This is an optimization exercise on Yosys and OpenROAD, whose aim is small area and few clock cycles, not a production implementation.
Function was checked by simulation only, so behaviour that the tests miss may differ from the original.
Power is estimated from default activity; no workload was simulated.

==> flow/design.v (excerpt) <==
module ignition_power_supervisor #(
  parameter int IGNITION_GAP_RESET_MS = 1000,
  parameter int TIME_BITS             = 32
) (
  input  logic                             clk,
  input  logic                             rst,
  input  logic                             s_tvalid,
  output logic                             s_tready,
  input  logic [ips_pkg::IN_TDATA_W-1:0]   s_tdata,    
  input  logic [ips_pkg::IN_TUSER_W-1:0]   s_tuser,    
  output logic                             m_tvalid,
  input  logic                             m_tready,
  output logic [ips_pkg::OUT_TDATA_W-1:0]  m_tdata,    
  input  logic                             cfg_valid,
  output logic                             cfg_ready,
  input  ips_pkg::cfg_idx_t                cfg_index,
  input  ips_pkg::cfg_word_t               cfg_data
);
Size: ~870 cells after synthesis, roughly 300 flip-flops, about 85 I/O pins, roughly 13,000 um2 of cells after synthesis.
Settings: LEC_CHECK=0, ABC_AREA=1, CAP_MARGIN=20, CORE_MARGIN=2, CORE_UTILIZATION=50, SLEW_MARGIN=20; clock period 15.0 ns.
standard.sh (not shown) runs the stock make flow with config.mk's settings and CLKGATE_MAP_FILE= SYNTH_SCRIPT=/design/flow/synth_recipe.tcl, a recipe that flattens the netlist after the stock synthesis.
==> flow/flow/run.sh <==
#!/bin/bash
# The standard layout (standard.sh) with three changes:
#  - synthesis maps the logic with flow/abc_area.script (an area-recovering
#    ABC mapping) in place of ORFS's area script; everything else in the
#    synthesis, registers included, is synth_recipe.tcl unchanged;
#  - the port buffers use the smallest buffer cell (repair_design still
#    upsizes any that need it);
#  - clock tree synthesis clusters the flip-flops under clkbuf_8 leaf
#    buffers without dummy balancing loads.
# Each tool logs to orfs/logs as usual; make's output goes to flow_make.log.
set -euo pipefail
HERE=$(pwd)
cat > "$HERE/synth_wrap.tcl" <<EOT
proc abc {args} {
  set i [lsearch \$args -script]
  if { \$i >= 0 } { lset args [expr {\$i + 1}] $HERE/flow/abc_area.script }
  yosys abc {*}\$args
}
source $HERE/synth_recipe.tcl
EOT
sed "s#SYNTH_SCRIPT=[^ ]*#SYNTH_SCRIPT=$HERE/synth_wrap.tcl#" standard.sh > standard_wrap.sh
grep -q "SYNTH_SCRIPT=$HERE/synth_wrap.tcl" standard_wrap.sh
export BUFFER_PORTS_ARGS="-buffer_cell sky130_fd_sc_hd__buf_1"
export CTS_ARGS="-sink_clustering_enable -repair_clock_nets -dont_use_dummy_load -sink_clustering_size 16 -sink_clustering_max_diameter 60 -buf_list sky130_fd_sc_hd__clkbuf_8"
bash standard_wrap.sh > flow_make.log 2>&1
==> flow/flow/abc_area.script <==
&get -n
&st
&dch
&nf -R 1000
&put
topo
Testbench counts at the start, summed over its fixed seeds: cycles 36,016.
Next try:
--- a/flow/flow/run.sh
+++ b/flow/flow/run.sh
@@ -7,3 +7,3 @@
 #    upsizes any that need it);
-#  - clock tree synthesis clusters the flip-flops under clkbuf_8 leaf
+#  - clock tree synthesis clusters the flip-flops under clkbuf_4 leaf
 #    buffers without dummy balancing loads.
@@ -23,3 +23,3 @@
 export BUFFER_PORTS_ARGS="-buffer_cell sky130_fd_sc_hd__buf_1"
-export CTS_ARGS="-sink_clustering_enable -repair_clock_nets -dont_use_dummy_load -sink_clustering_size 16 -sink_clustering_max_diameter 60 -buf_list sky130_fd_sc_hd__clkbuf_8"
+export CTS_ARGS="-sink_clustering_enable -repair_clock_nets -dont_use_dummy_load -sink_clustering_size 10 -sink_clustering_max_diameter 50 -buf_list sky130_fd_sc_hd__clkbuf_4"
 bash standard_wrap.sh > flow_make.log 2>&1
- CORE_UTILIZATION: 50 -> 65
- GPL_TIMING_DRIVEN: not set -> 0
Outcome:
- The changed run produced a clean layout
- die area drops by 23%
- design area drops by 0.90%
- clock power drops by 13%
- worst setup slack loses 0.23 ns
- register-to-register slack loses 1.1 ns
- non-clock buffer count drops by 13
Next try:
--- a/flow/flow/run.sh
+++ b/flow/flow/run.sh
@@ -23,3 +23,3 @@
 export BUFFER_PORTS_ARGS="-buffer_cell sky130_fd_sc_hd__buf_1"
-export CTS_ARGS="-sink_clustering_enable -repair_clock_nets -dont_use_dummy_load -sink_clustering_size 10 -sink_clustering_max_diameter 50 -buf_list sky130_fd_sc_hd__clkbuf_4"
+export CTS_ARGS="-sink_clustering_enable -repair_clock_nets -dont_use_dummy_load -sink_clustering_size 12 -sink_clustering_max_diameter 50 -buf_list {sky130_fd_sc_hd__clkbuf_2 sky130_fd_sc_hd__clkbuf_4 sky130_fd_sc_hd__clkbuf_8}"
 bash standard_wrap.sh > flow_make.log 2>&1
- GPL_TIMING_DRIVEN: 0 -> not set
Effect:
- utilization grows by 1.0 points
- register-to-register slack gets better by 0.63 ns
- synthesized cell count stays the same
- die area does not change
- synthesized area is unchanged
Next try:
--- a/flow/flow/run.sh
+++ b/flow/flow/run.sh
@@ -23,3 +23,3 @@
 export BUFFER_PORTS_ARGS="-buffer_cell sky130_fd_sc_hd__buf_1"
-export CTS_ARGS="-sink_clustering_enable -repair_clock_nets -dont_use_dummy_load -sink_clustering_size 12 -sink_clustering_max_diameter 50 -buf_list {sky130_fd_sc_hd__clkbuf_2 sky130_fd_sc_hd__clkbuf_4 sky130_fd_sc_hd__clkbuf_8}"
+export CTS_ARGS="-sink_clustering_enable -repair_clock_nets -dont_use_dummy_load -sink_clustering_size 10 -sink_clustering_max_diameter 50 -buf_list sky130_fd_sc_hd__clkbuf_4"
 bash standard_wrap.sh > flow_make.log 2>&1
- synthesized area is unchanged
- sequential share of layout area goes up by 1.3 points
- core utilization goes down by 1.6 points
- count of clock-buffer cells in the layout goes up by 3
- die area does not change
- via count fell by about 0.7%
- combinational power decreases by about 1%
- hold slack stays flat

* * *

Setup of run 1:
ignition_power_supervisor, a different RTL version from the one above (not shown whole).
For scale: about 860 cells after synthesis, ~300 flip-flops.
clock: 15.0 ns
lec_check: 0
abc_area: 1
cap_margin: 20
core_margin: 2
core_utilization: 65
slew_margin: 20
==> flow/flow/run.sh <==
#!/bin/bash
# The standard layout (standard.sh) with three changes:
#  - synthesis maps the logic with flow/abc_area.script (an area-recovering
#    ABC mapping) in place of ORFS's area script; everything else in the
#    synthesis, registers included, is synth_recipe.tcl unchanged;
#  - the port buffers use the smallest buffer cell (repair_design still
#    upsizes any that need it);
#  - clock tree synthesis clusters the flip-flops under clkbuf_4 leaf
#    buffers without dummy balancing loads.
# Each tool logs to orfs/logs as usual; make's output goes to flow_make.log.
set -euo pipefail
HERE=$(pwd)
cat > "$HERE/synth_wrap.tcl" <<EOT
proc abc {args} {
  set i [lsearch \$args -script]
  if { \$i >= 0 } { lset args [expr {\$i + 1}] $HERE/flow/abc_area.script }
  yosys abc {*}\$args
}
source $HERE/synth_recipe.tcl
EOT
sed "s#SYNTH_SCRIPT=[^ ]*#SYNTH_SCRIPT=$HERE/synth_wrap.tcl#" standard.sh > standard_wrap.sh
grep -q "SYNTH_SCRIPT=$HERE/synth_wrap.tcl" standard_wrap.sh
export BUFFER_PORTS_ARGS="-buffer_cell sky130_fd_sc_hd__buf_1"
export CTS_ARGS="-sink_clustering_enable -repair_clock_nets -dont_use_dummy_load -sink_clustering_size 10 -sink_clustering_max_diameter 50 -buf_list sky130_fd_sc_hd__clkbuf_4"
bash standard_wrap.sh > flow_make.log 2>&1
Scripts as last shown in full above: flow/flow/abc_area.script
Per the final summary, run 1 finished and its layout is clean on timing, DRC and antenna.
Testbench counts of run 1, summed over its fixed seeds: cycles 36,016.
Input changes introduced in run 2 (baseline for comparison: run 1):
-- flow/config.mk --
<<< run 1, line 9
export CAP_MARGIN = 20
export CORE_MARGIN = 2
export CORE_UTILIZATION = 65
export SLEW_MARGIN = 20
>>> run 2, line 9
export CAP_MARGIN = 20
export CORE_MARGIN = 2
export CORE_UTILIZATION = 75
export SLEW_MARGIN = 20
Results
- Sort run 2 and run 1 by part of the total power dissipated in the clock network desc -> top: run 1
- Final total power essentially unchanged between run 1 and run 2.
- Looking at routed wire length on met2 across run 2 and run 1, the one that comes out lower is run 1.
- [run 2 vs run 1] final clock period utilization by the worst path: higher in run 2
The inputs of run 3 differ from those of run 2 as listed below.
-- flow/config.mk --
<<< run 2, line 9
export CAP_MARGIN = 20
export CORE_MARGIN = 2
export CORE_UTILIZATION = 75
export SLEW_MARGIN = 20
>>> run 3, line 9
export CAP_MARGIN = 20
export CORE_MARGIN = 2
export CORE_UTILIZATION = 55
export SLEW_MARGIN = 20
Results
Run 2 -> run 3: net switching power figure increased slightly
Changes observed in run 3 relative to run 2: total power climbed about 0.45%, combinational power barely changed.
--- input diff run 3..run 4 ---
-- flow/config.mk --
<<< run 3, line 9
export CAP_MARGIN = 20
export CORE_MARGIN = 2
export CORE_UTILIZATION = 55
export SLEW_MARGIN = 20
>>> run 4, line 9
export CAP_MARGIN = 20
export CORE_MARGIN = 2
export CORE_UTILIZATION = 65
export PLACE_DENSITY = 0.85
export SLEW_MARGIN = 20
==> results.txt <==
- Row worst path setup slack after routing: run 4 lower / run 3 higher
- Run 4 vs run 3 — timing-limited maximum frequency dropped slightly
- | area added between synthesis and finish | run 4 vs run 3 | 0.63 points lower |
- Cmp run 4 vs run 3: clock network fraction of total power lower in run 4
- Delta (run 4 minus run 3): count of hold-fix buffers inserted at cts now sits at about the same level; total power went down by about 0.3%.
Input changes introduced in run 5 (baseline for comparison: run 4):
-- flow/config.mk --
<<< run 4, line 10
export CORE_MARGIN = 2
export CORE_UTILIZATION = 65
export PLACE_DENSITY = 0.85
export SLEW_MARGIN = 20
>>> run 5, line 10
export CORE_MARGIN = 2
export CORE_UTILIZATION = 65
export GPL_ROUTABILITY_DRIVEN = 0
export SLEW_MARGIN = 20
==> results.txt <==
- Diff run 4 -> run 5: average wire per standard cell went up, power share of the clock group went down, maximum frequency went up, global-route wire length before repair went down.
- Re worst slew margin relative to its limit: run 4 was lower than run 5.
- For the total wirelength of the detailed-routed design, run 5 came in 330 um higher than run 4 did.
- Data arrival time at the worst-slack endpoint came out lower on run 5 than on run 4.
- Compared with run 4, placement density in the core of run 5 is higher.
- Compared with run 4, run 5 shows a higher placed wire-length estimate after detailed placement.
- Part of the cycle the worst path needs: run 5 vs run 4 down 0.77 points

* * *

ignition_power_supervisor, a different RTL version from the one above (not shown whole).
Size in the first run: roughly 910 cells after synthesis, ~0.013 mm2 of cells after synthesis.
==> flow/config.mk <==
export PLATFORM = sky130hd
export DESIGN_NAME = ignition_power_supervisor
export DESIGN_NICKNAME = ignition_power_supervisor
export VERILOG_FILES = /design/flow/design.v
export SDC_FILE = /design/flow/constraint.sdc
export NUM_CORES = 4
export LEC_CHECK = 0
export ABC_AREA = 1
export CAP_MARGIN = 5
export CORE_MARGIN = 2
export CORE_UTILIZATION = 65
export SLEW_MARGIN = 5
==> flow/constraint.sdc <==
create_clock -name core_clock -period 15.0 [get_ports {clk}]
set_input_delay 3.0000 -clock core_clock [delete_from_list [all_inputs] [get_ports {clk}]]
set_output_delay 3.0000 -clock core_clock [all_outputs]
set_load 0.01 [all_outputs]
==> flow/flow/run.sh <==
#!/bin/bash
# The standard layout (standard.sh) with three changes:
#  - synthesis maps the logic with flow/abc_area.script (an area-recovering
#    ABC mapping) in place of ORFS's area script; everything else in the
#    synthesis, registers included, is synth_recipe.tcl unchanged;
#  - the port buffers use the smallest buffer cell (repair_design still
#    upsizes any that need it);
#  - clock tree synthesis clusters the flip-flops under clkbuf_8 leaf
#    buffers without dummy balancing loads.
# Each tool logs to orfs/logs as usual; make's output goes to flow_make.log.
set -euo pipefail
HERE=$(pwd)
cat > "$HERE/synth_wrap.tcl" <<EOT
proc abc {args} {
  set i [lsearch \$args -script]
  if { \$i >= 0 } { lset args [expr {\$i + 1}] $HERE/flow/abc_area.script }
  yosys abc {*}\$args
}
source $HERE/synth_recipe.tcl
EOT
sed "s#SYNTH_SCRIPT=[^ ]*#SYNTH_SCRIPT=$HERE/synth_wrap.tcl#" standard.sh > standard_wrap.sh
grep -q "SYNTH_SCRIPT=$HERE/synth_wrap.tcl" standard_wrap.sh
export BUFFER_PORTS_ARGS="-buffer_cell sky130_fd_sc_hd__buf_1"
export CTS_ARGS="-sink_clustering_enable -repair_clock_nets -dont_use_dummy_load -sink_clustering_size 16 -sink_clustering_max_diameter 60 -buf_list sky130_fd_sc_hd__clkbuf_8"
bash standard_wrap.sh > flow_make.log 2>&1
Scripts as last shown in full above: flow/flow/abc_area.script
Testbench counts at the start, summed over its fixed seeds: cycles 36,016.
Change:
==> flow/flow/run.sh (replaced) <==
#!/bin/bash
# Standard layout with two changes: the port buffers use the smallest
# buffer cell (repair_design still upsizes any that need it), and clock tree
# synthesis clusters the flip-flops into larger groups under clkbuf_8
# without dummy balancing loads. Each tool's output is logged under orfs/logs;
# the make run's output goes to flow_make.log here.
set -euo pipefail
export BUFFER_PORTS_ARGS="-buffer_cell sky130_fd_sc_hd__buf_1"
export CTS_ARGS="-sink_clustering_enable -repair_clock_nets -dont_use_dummy_load -sink_clustering_size 10 -sink_clustering_max_diameter 50 -buf_list sky130_fd_sc_hd__clkbuf_4"
bash standard.sh > flow_make.log 2>&1
CAP_MARGIN = 20   (was 5)
CORE_UTILIZATION = 78   (was 65)
SLEW_MARGIN = 20   (was 5)
removed: flow/flow/abc_area.script
Combinational power is higher by 68%.
Critical path depth stays the same.
Power goes up by 11%.
Sequential share of layout area decreases by 1.7 points.
Design area grows by 3.0%.
Worst hold slack is better by 0.036 ns.
Area after synthesis increases by 6.0%.
Change:
==> flow/run.sh (new file) <==
#!/bin/bash
# synth_recipe.tcl (not shown) runs the flow's synth.tcl, then flattens the netlist and writes it again
# the make line also repeats each setting of config.mk as NAME=value (left out here)
make -C /OpenROAD-flow-scripts/flow DESIGN_CONFIG=/design/flow/config.mk WORK_HOME=/design/flow/orfs CLKGATE_MAP_FILE= SYNTH_SCRIPT=/design/flow/synth_recipe.tcl finish
CORE_UTILIZATION = 65   (was 78)
CTS_BUF_LIST = sky130_fd_sc_hd__clkbuf_8   (was unset)
CTS_CLUSTER_DIAMETER = 60   (was unset)
CTS_CLUSTER_SIZE = 16   (was unset)
removed: flow/flow/run.sh
removed: flow/standard.sh
Total power goes up by a few percent. Cell count goes up by a few percent. Global-route usage goes down by 7.9 points. Routed wire length goes down by a few percent. Via count goes down by a few percent. Final area goes up by a few percent. Clock-buffer cell count goes down by 12.
Change:
==> flow/flow/run.sh (new file) <==
#!/bin/bash
# Standard layout with two changes: the port buffers use the smallest
# buffer cell (repair_design still upsizes any that need it), and clock tree
# synthesis clusters the flip-flops into larger groups under clkbuf_8
# without dummy balancing loads. Each tool's output is logged under orfs/logs;
# the make run's output goes to flow_make.log here.
set -euo pipefail
export BUFFER_PORTS_ARGS="-buffer_cell sky130_fd_sc_hd__buf_1"
export CTS_ARGS="-sink_clustering_enable -repair_clock_nets -dont_use_dummy_load -sink_clustering_size 10 -sink_clustering_max_diameter 50 -buf_list sky130_fd_sc_hd__clkbuf_4"
bash standard.sh > flow_make.log 2>&1
==> flow/standard.sh (new file) <==
#!/bin/bash
# synth_recipe.tcl (not shown) runs the flow's synth.tcl, then flattens the netlist and writes it again
# the make line also repeats each setting of config.mk as NAME=value (left out here)
make -C /OpenROAD-flow-scripts/flow DESIGN_CONFIG=/design/flow/config.mk WORK_HOME=/design/flow/orfs CLKGATE_MAP_FILE= SYNTH_SCRIPT=/design/flow/synth_recipe.tcl "${@:-finish}"
CTS_BUF_LIST = unset   (was sky130_fd_sc_hd__clkbuf_8)
CTS_CLUSTER_DIAMETER = unset   (was 60)
CTS_CLUSTER_SIZE = unset   (was 16)
removed: flow/run.sh
The changed run ran to the end with no violations.
Worst setup slack loses 0.084 ns.
Area after synthesis is unchanged.
Via count hardly moves.
Core utilization decreases by 3.3 points.
Global-route usage decreases by 0.45 points.
Routed wire length decreases by 2.4%.
First-iteration DRC count increases by 8.5%.
Die area is unchanged.

* * *

## trial 37
Another version of the RTL of ignition_power_supervisor (not shown whole).
For scale: roughly 1400 cells after synthesis, roughly 300 flip-flops.
Settings: LEC_CHECK=0, ABC_AREA=1, CAP_MARGIN=20, CORE_MARGIN=2, CORE_UTILIZATION=40, CTS_BUF_LIST=sky130_fd_sc_hd__clkbuf_4, SLEW_MARGIN=20; clock period 15.0 ns.
run.sh (not shown) runs the stock make flow with config.mk's settings and CLKGATE_MAP_FILE= SYNTH_SCRIPT=/design/flow/synth_recipe.tcl, a recipe that flattens the netlist after the stock synthesis.
Stock flow here: none of the scripts above is used.
| trial 37 | all stages done | FAIL | negative setup slack |
Testbench counts of trial 37, summed over its fixed seeds: cycles 36,016.
Modified inputs, trial 28 compared to trial 37
--- a/flow/config.mk
+++ b/flow/config.mk
@@ -10,4 +10,3 @@
 export CORE_MARGIN = 2
 export CORE_UTILIZATION = 40
-export CTS_BUF_LIST = sky130_fd_sc_hd__clkbuf_4
 export SLEW_MARGIN = 20
In trial 28 the implementation completed, yet the final layout does not meet the checks, the culprit being negative setup slack.
Final checks on trial 37, whose flow otherwise completed, came back failing, citing negative setup slack.
Number of antenna violations at the first check in global routing is lower on trial 28
Cmp trial 28 and trial 37 / internal power / lower: trial 37
Comparing trial 37 with trial 28, the worst hold slack across all endpoints came out essentially unchanged.
[trial 28] met2 wire length fell 610 um relative to trial 37
Trial 28 reports a lower transition time at the pin with the least slew margin than trial 37 does.
Switching power share of the total: trial 28 vs trial 37 down 0.71 points
Compared with trial 37, global-route wire length before repair in trial 28 decreased by a few percent.
Trial 37 → trial 28: worst setup slack saw a decrease; area of the multi-input gates saw little to no change; post-placement cell count saw little to no change.

==> static timing again, ports no longer ideal <==
The results above use ideal ports. As a check the final layouts listed here were re-extracted and re-timed, cells and wires unchanged. Step 1 assumes that a clkbuf_16 drives the clock port and a buf_2 every other input. Step 2, shift: input delay + t, output delay - t, t = (earliest + latest rising clock arrival at the registers) / 2. This alone moves slack from input paths to output paths. a / b / c = ideal ports / drivers / drivers and shift; a / b = the first two.
run | t, ns | setup slack, ns | clock arrival spread, ns
the first run of note 1 | 0.593 | 0.515 / 0.538 / -0.055 | 0.065 / 0.066
the second run of note 1 | 0.648 | 0.285 / 0.303 / -0.346 | 0.088 / 0.089
the third run of note 1 | 0.561 | 0.304 / 0.324 / -0.238 | 0.037 / 0.037
the fourth run of note 1 | 0.653 | 0.460 / 0.476 / -0.176 | 0.063 / 0.063
run 1 | 0.666 | 0.574 / 0.587 / -0.079 | 0.073 / 0.073
run 2 | 0.654 | 0.482 / 0.494 / -0.160 | 0.066 / 0.066
run 3 | 0.667 | 0.588 / 0.603 / -0.064 | 0.083 / 0.083
run 4 | 0.675 | 0.458 / 0.475 / -0.200 | 0.051 / 0.052
run 5 | 0.666 | 0.574 / 0.587 / -0.079 | 0.073 / 0.073
the first run of note 3 | 0.578 | 0.428 / 0.448 / -0.130 | 0.048 / 0.048
the second run of note 3 | 0.656 | 0.442 / 0.449 / -0.207 | 0.055 / 0.054
the third run of note 3 | 0.621 | 0.566 / 0.586 / -0.034 | 0.039 / 0.039
the fourth run of note 3 | 0.661 | 0.483 / 0.500 / -0.161 | 0.069 / 0.069
trial 37 | 0.711 | -0.186 / -0.190 / -0.900 | 0.063 / 0.063
trial 28 | 0.558 | -0.223 / -0.226 / -0.784 | 0.021 / 0.020
Met with ideal ports but missed after step 2: setup timing in 13 of these runs. The setup slack of trial 37, which loses most, moves by -0.004 ns with the drivers and by -0.714 ns with both steps.
